From an optimization exercise on the open Yosys and OpenROAD flow, aimed at small area, a short achievable clock period and few clock cycles per item; shortcuts taken in it are not production practice. Only simulation tests tie the RTL to the original design; equivalence was not proved. The flow treats the clock pin as an ideal source, which a real chip does not have. No activity file was given, so power comes from the tool's default toggle rates.

==> flow/design.v <==
`default_nettype none
package nsab_pkg;
  localparam int unsigned ADDR_VAL_W      = 16;
  localparam int unsigned SYM_NUM_W       = 6;
  localparam int unsigned ENTRY_W         = ADDR_VAL_W + SYM_NUM_W;
  localparam int unsigned TABLE_DEPTH_DEF = 64;
  localparam int unsigned IN_DATA_W  = 32;
  localparam int unsigned IN_USER_W  = 2;
  localparam int unsigned OUT_DATA_W = 24;
  localparam logic [1:0] OP_INSERT = 2'd0;
  localparam logic [1:0] OP_LOOKUP = 2'd1;
  localparam logic [1:0] OP_CLEAR  = 2'd2;
  localparam logic [1:0] OP_NOP    = 2'd3;
  localparam int unsigned MAX_INFLIGHT = 4;
endpackage
`default_nettype wire
`default_nettype none
module nsab_ram #(
  parameter int unsigned DEPTH = 64
) (
  input  wire logic                              clk,
  input  wire logic                              rst,
  input  wire logic                              ins,       
  input  wire logic                              clr,       
  input  wire logic [nsab_pkg::ADDR_VAL_W-1:0]   x,         
  output logic                                   full,
  output logic [DEPTH-1:0]                       hit,
  output logic                                   found,
  input  wire logic [DEPTH-1:0]                  rd_sel,
  output logic [nsab_pkg::ENTRY_W-1:0]           rd_data
);
  localparam int unsigned VAL_W = nsab_pkg::ADDR_VAL_W;
  localparam int unsigned NUM_W = nsab_pkg::SYM_NUM_W;
  localparam int unsigned ENT_W = nsab_pkg::ENTRY_W;
  logic [VAL_W-1:0] val [DEPTH];
  logic [NUM_W-1:0] num [DEPTH];
  logic [DEPTH-1:0] valid;
  logic [NUM_W:0]   count;
  logic [DEPTH:0]   gt;
  assign full = count[NUM_W];
  function automatic logic gt16(input logic [VAL_W-1:0] a, input logic [VAL_W-1:0] b);
    logic [VAL_W-1:0] g, l;
    g = a & ~b;
    l = ~a & b;
    for (int w = 1; w < VAL_W; w = w * 2) begin
      for (int k = 0; k + w < VAL_W; k = k + 2 * w) begin
        g[k] = g[k+w] | (~l[k+w] & g[k]);
        l[k] = l[k+w] | (~g[k+w] & l[k]);
      end
    end
    gt16 = g[0];
  endfunction
  always_comb begin
    for (int i = 0; i < DEPTH; i++) begin
      gt[i] = ~valid[i] | (val[i] > x);
    end
    gt[DEPTH] = 1'b1;
    for (int i = 0; i < DEPTH; i++) begin
      hit[i] = ~gt[i] & gt[i+1];
    end
  end
  assign found = ~gt[0];
  always_ff @(posedge clk) begin
    for (int i = 0; i < DEPTH; i++) begin
      if (ins && gt[i]) begin
        if (i > 0 && gt[(i > 0) ? i-1 : 0]) begin
          val[i] <= val[(i > 0) ? i-1 : 0];
          num[i] <= num[(i > 0) ? i-1 : 0];
        end else begin
          val[i] <= x;
          num[i] <= count[NUM_W-1:0];
        end
      end
    end
  end
  always_ff @(posedge clk) begin
    if (rst || clr) begin
      count <= '0;
      valid <= '0;
    end else if (ins) begin
      count <= count + (NUM_W+1)'(1);
      valid <= {valid[DEPTH-2:0], 1'b1};
    end
  end
  always_comb begin
    rd_data = '0;
    for (int i = 0; i < DEPTH; i++) begin
      rd_data = rd_data | ({ENT_W{rd_sel[i]}} & {val[i], num[i]});
    end
  end
endmodule
`default_nettype wire
`default_nettype none
module nsab_ctrl (
  input  wire logic                              clk,
  input  wire logic                              rst,
  input  wire logic                              s_tvalid,
  output logic                                   s_tready,
  input  wire logic [nsab_pkg::IN_DATA_W-1:0]    s_tdata,
  input  wire logic [nsab_pkg::IN_USER_W-1:0]    s_tuser,
  input  wire logic                              out_fire,
  output logic                                   a_v,
  output logic                                   a_ins,
  output logic                                   a_lk,
  output logic                                   a_clr,
  output logic [nsab_pkg::ADDR_VAL_W-1:0]        a_x
);
  localparam int unsigned VAL_W = nsab_pkg::ADDR_VAL_W;
  logic [2:0] inflight;
  logic       in_fire;
  assign in_fire  = s_tvalid & s_tready;
  assign s_tready = ~inflight[2];
  always_ff @(posedge clk) begin
    if (rst) begin
      inflight <= '0;
    end else begin
      inflight <= inflight + 3'(in_fire) - 3'(out_fire);
    end
  end
  always_ff @(posedge clk) begin
    if (rst) begin
      a_v <= 1'b0;
    end else begin
      a_v <= in_fire;
    end
  end
  always_ff @(posedge clk) begin
    a_ins <= (s_tuser == nsab_pkg::OP_INSERT);
    a_lk  <= (s_tuser == nsab_pkg::OP_LOOKUP);
    a_clr <= (s_tuser == nsab_pkg::OP_CLEAR);
    a_x   <= (s_tuser == nsab_pkg::OP_INSERT) ? s_tdata[VAL_W-1:0] : s_tdata[2*VAL_W-1:VAL_W];
  end
endmodule
`default_nettype wire
`default_nettype none
module nsab_dp #(
  parameter int unsigned TABLE_DEPTH = nsab_pkg::TABLE_DEPTH_DEF
) (
  input  wire logic                              clk,
  input  wire logic                              rst,
  input  wire logic                              a_v,
  input  wire logic                              a_ins,
  input  wire logic                              a_lk,
  input  wire logic                              a_clr,
  input  wire logic [nsab_pkg::ADDR_VAL_W-1:0]   a_x,
  output logic                                   m_tvalid,
  input  wire logic                              m_tready,
  output logic      [nsab_pkg::OUT_DATA_W-1:0]   m_tdata,
  output logic                                   out_fire
);
  localparam int unsigned OUT_W = nsab_pkg::OUT_DATA_W;
  localparam int unsigned ENT_W = nsab_pkg::ENTRY_W;
  localparam int unsigned QD    = nsab_pkg::MAX_INFLIGHT - 1;
  logic                   full;
  logic [TABLE_DEPTH-1:0] hit;
  logic                   found;
  logic [ENT_W-1:0]       rd_data;
  logic                   b_v;
  logic                   b_full;
  logic                   b_found;
  logic [TABLE_DEPTH-1:0] b_sel;
  nsab_ram #(
    .DEPTH (TABLE_DEPTH)
  ) u_table (
    .clk     (clk),
    .rst     (rst),
    .ins     (a_v & a_ins & ~full),
    .clr     (a_v & a_clr),
    .x       (a_x),
    .full    (full),
    .hit     (hit),
    .found   (found),
    .rd_sel  (b_sel),
    .rd_data (rd_data)
  );
  always_ff @(posedge clk) begin
    if (rst) begin
      b_v <= 1'b0;
    end else begin
      b_v <= a_v;
    end
  end
  always_ff @(posedge clk) begin
    b_full  <= a_ins & full;
    b_found <= a_lk & found;
    b_sel   <= {TABLE_DEPTH{a_lk}} & hit;
  end
  logic [OUT_W-1:0] res;
  assign res = {b_full, rd_data, b_found};
  logic [OUT_W-1:0] q [QD];
  logic [1:0]       q_rd;
  logic [1:0]       q_wr;
  logic [1:0]       q_n;
  logic             head_free;
  logic             q_pop;
  logic             q_push;
  assign out_fire  = m_tvalid & m_tready;
  assign head_free = ~m_tvalid | m_tready;
  assign q_pop     = head_free & (q_n != '0);
  assign q_push    = b_v & ~(head_free & (q_n == '0));
  always_ff @(posedge clk) begin
    if (rst) begin
      m_tvalid <= 1'b0;
    end else if (head_free) begin
      m_tvalid <= (q_n != '0) | b_v;
    end
  end
  always_ff @(posedge clk) begin
    if (head_free) begin
      m_tdata <= (q_n != '0) ? q[q_rd] : res;
    end
  end
  always_ff @(posedge clk) begin
    if (rst) begin
      q_rd <= '0;
      q_wr <= '0;
      q_n  <= '0;
    end else begin
      if (q_pop) begin
        q_rd <= (q_rd == 2'(QD - 1)) ? '0 : q_rd + 2'd1;
      end
      if (q_push) begin
        q_wr <= (q_wr == 2'(QD - 1)) ? '0 : q_wr + 2'd1;
      end
      q_n <= q_n + 2'(q_push) - 2'(q_pop);
    end
  end
  always_ff @(posedge clk) begin
    if (q_push) begin
      q[q_wr] <= res;
    end
  end
endmodule
`default_nettype wire
`default_nettype none
module nearest_symbol_at_or_below #(
  parameter int unsigned TABLE_DEPTH = nsab_pkg::TABLE_DEPTH_DEF
) (
  input  wire logic                            clk,
  input  wire logic                            rst,
  input  wire logic                            s_tvalid,
  output logic                                 s_tready,
  input  wire logic [nsab_pkg::IN_DATA_W-1:0]  s_tdata,
  input  wire logic [nsab_pkg::IN_USER_W-1:0]  s_tuser,
  output logic                                 m_tvalid,
  input  wire logic                            m_tready,
  output logic      [nsab_pkg::OUT_DATA_W-1:0] m_tdata
);
  logic                               a_v;
  logic                               a_ins;
  logic                               a_lk;
  logic                               a_clr;
  logic [nsab_pkg::ADDR_VAL_W-1:0]    a_x;
  logic                               out_fire;
  nsab_ctrl u_ctrl (
    .clk      (clk),
    .rst      (rst),
    .s_tvalid (s_tvalid),
    .s_tready (s_tready),
    .s_tdata  (s_tdata),
    .s_tuser  (s_tuser),
    .out_fire (out_fire),
    .a_v      (a_v),
    .a_ins    (a_ins),
    .a_lk     (a_lk),
    .a_clr    (a_clr),
    .a_x      (a_x)
  );
  nsab_dp #(
    .TABLE_DEPTH (TABLE_DEPTH)
  ) u_dp (
    .clk      (clk),
    .rst      (rst),
    .a_v      (a_v),
    .a_ins    (a_ins),
    .a_lk     (a_lk),
    .a_clr    (a_clr),
    .a_x      (a_x),
    .m_tvalid (m_tvalid),
    .m_tready (m_tready),
    .m_tdata  (m_tdata),
    .out_fire (out_fire)
  );
endmodule
`default_nettype wire
clock: 10.0 ns
lec_check: 0
cap_margin: 20
core_margin: 2
core_utilization: 42
slew_margin: 20
tns_end_percent: 10
standard.sh (not shown) runs the stock make flow with config.mk's settings and CLKGATE_MAP_FILE= SYNTH_SCRIPT=/design/flow/synth_recipe.tcl, a recipe that flattens the netlist after the stock synthesis.
==> flow/flow/run.sh <==
#!/bin/bash
set -euo pipefail
rc="$PWD/flow/rc_pessimism.tcl"
bash standard.sh \
  SETUP_SLACK_MARGIN=6.7 \
  REMOVE_ABC_BUFFERS=1 \
  "CTS_ARGS=-sink_clustering_enable -repair_clock_nets -dont_use_dummy_load" \
  "PRE_CTS_TCL=$rc" \
  "PRE_GLOBAL_ROUTE_TCL=$rc" \
  finish > make_finish.log 2>&1
==> flow/flow/rc_pessimism.tcl <==
foreach {layer c r} {
  li1  1.499e-04   7.176e-02
  met1 1.72375E-04 8.929e-04
  met2 1.36233E-04 8.929e-04
  met3 2.14962E-04 1.567e-04
  met4 1.48128E-04 1.567e-04
  met5 1.54087E-04 1.781e-05
} {
  set_layer_rc -layer $layer -capacitance [expr {1.35 * $c}] -resistance [expr {1.25 * $r}]
}
set_wire_rc -signal -layer met1
set_wire_rc -clock -layer met3
Testbench counts at the start, summed over its fixed seeds: cycles 7,224, items 7,200.
Then changed:
--- a/flow/flow/run.sh
+++ b/flow/flow/run.sh
@@ -3,5 +3,5 @@
 rc="$PWD/flow/rc_pessimism.tcl"
 bash standard.sh \
-  SETUP_SLACK_MARGIN=6.7 \
+  SETUP_SLACK_MARGIN=6.5 \
   REMOVE_ABC_BUFFERS=1 \
   "CTS_ARGS=-sink_clustering_enable -repair_clock_nets -dont_use_dummy_load" \
--- a/flow/flow/rc_pessimism.tcl
+++ b/flow/flow/rc_pessimism.tcl
@@ -7,5 +7,5 @@
   met5 1.54087E-04 1.781e-05
 } {
-  set_layer_rc -layer $layer -capacitance [expr {1.35 * $c}] -resistance [expr {1.25 * $r}]
+  set_layer_rc -layer $layer -capacitance [expr {1.25 * $c}] -resistance [expr {1.25 * $r}]
 }
 set_wire_rc -signal -layer met1
Effect: Register-to-register slack degrades by 0.08 ns. Count of clock-buffer cells in the layout went down by 10. Critical path depth is unchanged. Via count went down by 3.6%. Wire length went down by 4.1%. Non-clock buffer count went down by 175. Total power went down by 2.5%. Hold slack barely changes. Utilization went down by 1.8 points.

-- afterwards: timing with drivers on the ports --
No port has a modelled driver above. Below, the same layouts with a new extraction and two added sets of constraints. Step 1, drivers: a clkbuf_16 drives clk and a buf_2 each remaining input, both assumed. Step 2 times the ports against the registers' clock, not the clock port: input delays grow and output delays shrink by t, the midpoint of the rising clock arrivals with the driver on. Slacks: no drivers / after step 1 / after step 2; pairs: no drivers / after step 1.
run	shift t [ns]	slack for setup (ns)	hold WS [ns]	worst setup path at the end	cell pins on the clock port's net
the first run	1.016	6.485 / 6.378 / 5.705	0.493 / 0.493 / 0.493	input to register	1
the second run	1.006	6.403 / 6.298 / 5.573	0.491 / 0.491 / 0.491	input to register	1
After both steps every run listed still meets setup and hold. The setup slack of the second run, which loses most, moves by -0.105 ns with the drivers and by -0.830 ns with both steps.
